Context: an optimization exercise on an open-source flow, tuned for small area and a short achievable clock period. The choices shown serve that exercise and are no tape-out recipe. At most, simulation tests tie the RTL to the original design; equivalence was not proved. Power is estimated from default activity; no workload was simulated.

==> trial 80: inputs <==
==> flow/design.v <==
module tdisto_accum (
  input  logic        clk,
  input  logic        rst_n,
  input  logic        start,
  input  logic [15:0] tlambda,
  input  logic [31:0] sum_a,
  input  logic        done_a,
  input  logic [31:0] sum_b,
  input  logic        done_b,
  output logic        busy,
  output logic [31:0] disto,
  output logic        disto_valid,
  output logic        err
);
  localparam logic [1:0] S_IDLE = 2'd0;
  localparam logic [1:0] S_ACC  = 2'd1;
  localparam logic [1:0] S_MUL  = 2'd2;
  localparam logic [1:0] S_OUT  = 2'd3;
  logic [1:0]  state_q;
  logic        pend_a_q, pend_b_q;
  logic        vld_q;
  logic [4:0]  cnt_q;
  logic        busy_q, disto_valid_q, err_q;
  logic [31:0] disto_q;
  logic [15:0] tl_q;
  logic [31:0] sa_q, sb_q;
  logic [30:0] acc_q;
  logic [30:0] r_q;
  logic [1:0]  l_q;
  logic in_acc, in_mul, in_out;
  assign in_acc = (state_q == S_ACC);
  assign in_mul = (state_q == S_MUL);
  assign in_out = (state_q == S_OUT);
  logic consume;
  assign consume = in_acc & pend_a_q & pend_b_q;
  logic [32:0] diff;
  logic        neg;
  logic [27:0] mag_x;
  logic        mag_c;
  assign diff  = {sa_q[31], sa_q} - {sb_q[31], sb_q};
  assign neg   = diff[32];
  assign mag_x = diff[32:5] ^ {28{neg}};
  assign mag_c = neg & ~|diff[4:0];
  logic [30:0] acc_sum;
  assign acc_sum = acc_q + {3'd0, mag_x} + {30'd0, mag_c};
  logic [5:0]  dig;
  logic [30:0] addend;
  logic [36:0] x;
  always_comb begin
    if (in_acc) dig = {1'b0, tl_q[4:0]};
    else if (in_mul) dig = {1'b0, tl_q[9:5]};
    else dig = tl_q[15:10];
  end
  assign addend = in_acc ? 31'd128 : r_q;
  assign x = {6'd0, addend} + acc_q * dig;
  logic [31:0] disto_res;
  assign disto_res = (|x[36:30]) ? 32'hFFFF_FFFF : {x[29:0], l_q};
  logic acc_done;
  assign acc_done = in_acc & vld_q & cnt_q[4];
  always_ff @(posedge clk) begin
    if (!rst_n) begin
      state_q       <= S_IDLE;
      pend_a_q      <= 1'b0;
      pend_b_q      <= 1'b0;
      vld_q         <= 1'b0;
      busy_q        <= 1'b0;
      disto_valid_q <= 1'b0;
      err_q         <= 1'b0;
      disto_q       <= 32'd0;
    end else begin
      busy_q        <= start | (state_q != S_IDLE);
      disto_valid_q <= ~start & in_out;
      vld_q         <= ~start & consume;
      if (start) begin
        state_q  <= S_ACC;
        pend_a_q <= 1'b0;
        pend_b_q <= 1'b0;
        err_q    <= 1'b0;
      end else begin
        case (state_q)
          S_ACC: begin
            if (acc_done) state_q <= S_MUL;
            pend_a_q <= done_a | (pend_a_q & ~consume);
            pend_b_q <= done_b | (pend_b_q & ~consume);
            if ((done_a & pend_a_q & ~consume) | (done_b & pend_b_q & ~consume))
              err_q <= 1'b1;
          end
          S_MUL: state_q <= S_OUT;
          S_OUT: begin
            state_q <= S_IDLE;
            disto_q <= disto_res;
          end
          default: ;
        endcase
      end
    end
  end
  always_ff @(posedge clk) begin
    if (start) tl_q <= tlambda;
    if (done_a & (~pend_a_q | pend_b_q)) sa_q <= sum_a;
    if (done_b & (~pend_b_q | pend_a_q)) sb_q <= sum_b;
    if (start) begin
      acc_q <= 31'd0;
      cnt_q <= 5'd0;
    end else if (consume & ~cnt_q[4]) begin
      acc_q <= acc_sum;
      cnt_q <= cnt_q + 5'd1;
    end
    r_q <= x[35:5];
    l_q <= x[4:3];
  end
  assign busy        = busy_q;
  assign disto       = disto_q;
  assign disto_valid = disto_valid_q;
  assign err         = err_q;
endmodule
==> flow/run.sh <==
#!/bin/bash
# synth_recipe.tcl (not shown) runs the flow's synth.tcl, then flattens the netlist and writes it again
# the make line also repeats each setting of config.mk as NAME=value (left out here)
make -C /OpenROAD-flow-scripts/flow DESIGN_CONFIG=/design/flow/config.mk WORK_HOME=/design/flow/orfs CLKGATE_MAP_FILE= SYNTH_SCRIPT=/design/flow/synth_recipe.tcl finish
==> flow/config.mk <==
export PLATFORM = sky130hd
export DESIGN_NAME = tdisto_accum
export DESIGN_NICKNAME = tdisto_accum
export VERILOG_FILES = /design/flow/design.v
export SDC_FILE = /design/flow/constraint.sdc
export NUM_CORES = 4
export LEC_CHECK = 0
export CAP_MARGIN = 20
export CORE_MARGIN = 2
export CORE_UTILIZATION = 40
export SETUP_SLACK_MARGIN = 2.0
export SLEW_MARGIN = 20
==> flow/constraint.sdc <==
create_clock -name core_clock -period 7.0 [get_ports {clk}]
set_input_delay 1.4000 -clock core_clock [delete_from_list [all_inputs] [get_ports {clk}]]
set_output_delay 1.4000 -clock core_clock [all_outputs]
set_load 0.01 [all_outputs]
==> inputs of build 39, as changes to trial 80 <==
--- a/flow/design.v
+++ b/flow/design.v
@@ -23,5 +23,6 @@
   logic        busy_q, disto_valid_q, err_q;
   logic [31:0] disto_q;
-  logic [15:0] tl_q;
+  logic [15:5] tl_q;
+  logic [5:0]  dig_q;
   logic [31:0] sa_q, sb_q;
   logic [30:0] acc_q;
@@ -44,14 +45,8 @@
   logic [30:0] acc_sum;
   assign acc_sum = acc_q + {3'd0, mag_x} + {30'd0, mag_c};
-  logic [5:0]  dig;
   logic [30:0] addend;
   logic [36:0] x;
-  always_comb begin
-    if (in_acc) dig = {1'b0, tl_q[4:0]};
-    else if (in_mul) dig = {1'b0, tl_q[9:5]};
-    else dig = tl_q[15:10];
-  end
   assign addend = in_acc ? 31'd128 : r_q;
-  assign x = {6'd0, addend} + acc_q * dig;
+  assign x = {6'd0, addend} + acc_q * dig_q;
   logic [31:0] disto_res;
   assign disto_res = (|x[36:30]) ? 32'hFFFF_FFFF : {x[29:0], l_q};
@@ -97,5 +92,8 @@
   end
   always_ff @(posedge clk) begin
-    if (start) tl_q <= tlambda;
+    if (start) tl_q <= tlambda[15:5];
+    if (start) dig_q <= {1'b0, tlambda[4:0]};
+    else if (acc_done) dig_q <= {1'b0, tl_q[9:5]};
+    else if (in_mul) dig_q <= tl_q[15:10];
     if (done_a & (~pend_a_q | pend_b_q)) sa_q <= sum_a;
     if (done_b & (~pend_b_q | pend_a_q)) sb_q <= sum_b;
CORE_UTILIZATION = 60   (was 40)
SETUP_SLACK_MARGIN = 1.0   (was 2.0)
==> inputs of trial 13, as changes to trial 80 <==
--- a/flow/design.v
+++ b/flow/design.v
@@ -23,5 +23,6 @@
   logic        busy_q, disto_valid_q, err_q;
   logic [31:0] disto_q;
-  logic [15:0] tl_q;
+  logic [15:5] tl_q;
+  logic [5:0]  dig_q;
   logic [31:0] sa_q, sb_q;
   logic [30:0] acc_q;
@@ -44,14 +45,8 @@
   logic [30:0] acc_sum;
   assign acc_sum = acc_q + {3'd0, mag_x} + {30'd0, mag_c};
-  logic [5:0]  dig;
   logic [30:0] addend;
   logic [36:0] x;
-  always_comb begin
-    if (in_acc) dig = {1'b0, tl_q[4:0]};
-    else if (in_mul) dig = {1'b0, tl_q[9:5]};
-    else dig = tl_q[15:10];
-  end
   assign addend = in_acc ? 31'd128 : r_q;
-  assign x = {6'd0, addend} + acc_q * dig;
+  assign x = {6'd0, addend} + acc_q * dig_q;
   logic [31:0] disto_res;
   assign disto_res = (|x[36:30]) ? 32'hFFFF_FFFF : {x[29:0], l_q};
@@ -97,5 +92,8 @@
   end
   always_ff @(posedge clk) begin
-    if (start) tl_q <= tlambda;
+    if (start) tl_q <= tlambda[15:5];
+    if (start) dig_q <= {1'b0, tlambda[4:0]};
+    else if (acc_done) dig_q <= {1'b0, tl_q[9:5]};
+    else if (in_mul) dig_q <= tl_q[15:10];
     if (done_a & (~pend_a_q | pend_b_q)) sa_q <= sum_a;
     if (done_b & (~pend_b_q | pend_a_q)) sb_q <= sum_b;
CORE_UTILIZATION = 60   (was 40)
SETUP_SLACK_MARGIN = 0   (was 2.0)
==> notes.md <==
                                                                          build 39               trial 80                   trial 13
Total routed wire length on the met1 layer                                17600 µm               19300 µm                   17300 µm
Count of cell types in the netlist                                              84                     67                         84
WL final                                                                  39100 µm               40600 µm                   37000 µm
Cell count after synthesis                                                    1790                   1733                       1790
Worst EP required                                                          7.33 ns                7.33 ns                    7.32 ns
Number of setup buffers added after CTS                                         21                      2                          0
Post-route cell area                                                     19500 µm²              20200 µm²                  18700 µm²
Simple-Gate Fraction of Synth Area                                           17.0%                  15.9%                      17.0%
Cell with the biggest individual delay on the critical path  sky130_fd_sc_hd__fa_1  sky130_fd_sc_hd__fa_1  sky130_fd_sc_hd__edfxtp_1
Worst slack on hold paths                                                 0.468 ns               0.430 ns                   0.449 ns
Status                                                              finished clean         finished clean             finished clean
Worst setup slack for register-to-register paths                           0.95 ns                0.83 ns                    0.38 ns
Wire length of the first global-routing pass                              63100 µm               62400 µm                   60600 µm
Clock power share                                                            32.8%                  32.9%                      33.2%
Measured slew at the worst slew-check pin                                  1.00 ns               0.900 ns                    1.01 ns
Non-clock inverters                                                            218                    219                        218
Instance count on the critical path                                             21                     23                         18
Fraction of met2 tracks used by global routing                               45.4%                  29.7%                      42.5%
Number of global-route vias before repair                                    12700                  12400                      12500
Sequential share of the synthesized area                                     27.6%                  28.4%                      27.6%
Overall Power                                                              2.80 mW                2.96 mW                    2.76 mW
Only the layout flow was run in build 39 and trial 13; the RTL was not checked for function there.

-- what the ideal ports hide --
In the flow no input, the clock included, has a driving cell. The finished layouts below were timed again as built, in two steps.
Step 1 (the two cells are an assumption about what drives the block):
set clk [get_ports {clk}]
set_driving_cell -lib_cell sky130_fd_sc_hd__clkbuf_16 $clk
set_driving_cell -lib_cell sky130_fd_sc_hd__buf_2 [delete_from_list [all_inputs] $clk]
Step 2, shift: input delay + t, output delay - t, t = (earliest + latest rising clock arrival at the registers) / 2. This alone moves slack from input paths to output paths.
Three values: ideal, step 1, step 2; two values: the first two.
| run | t, ns | setup slack, ns | worst setup path at the end | worst register clock-pin slew, ns |
|---|---|---|---|---|
| trial 80 | 0.510 | 0.834 / 0.834 / 0.834 | register to register | 0.09 / 0.09 |
| build 39 | 0.494 | 0.952 / 0.952 / 0.952 | register to register | 0.08 / 0.08 |
| trial 13 | 0.497 | 0.382 / 0.382 / 0.382 | register to register | 0.08 / 0.08 |
After both steps setup and hold are still met in every run listed.
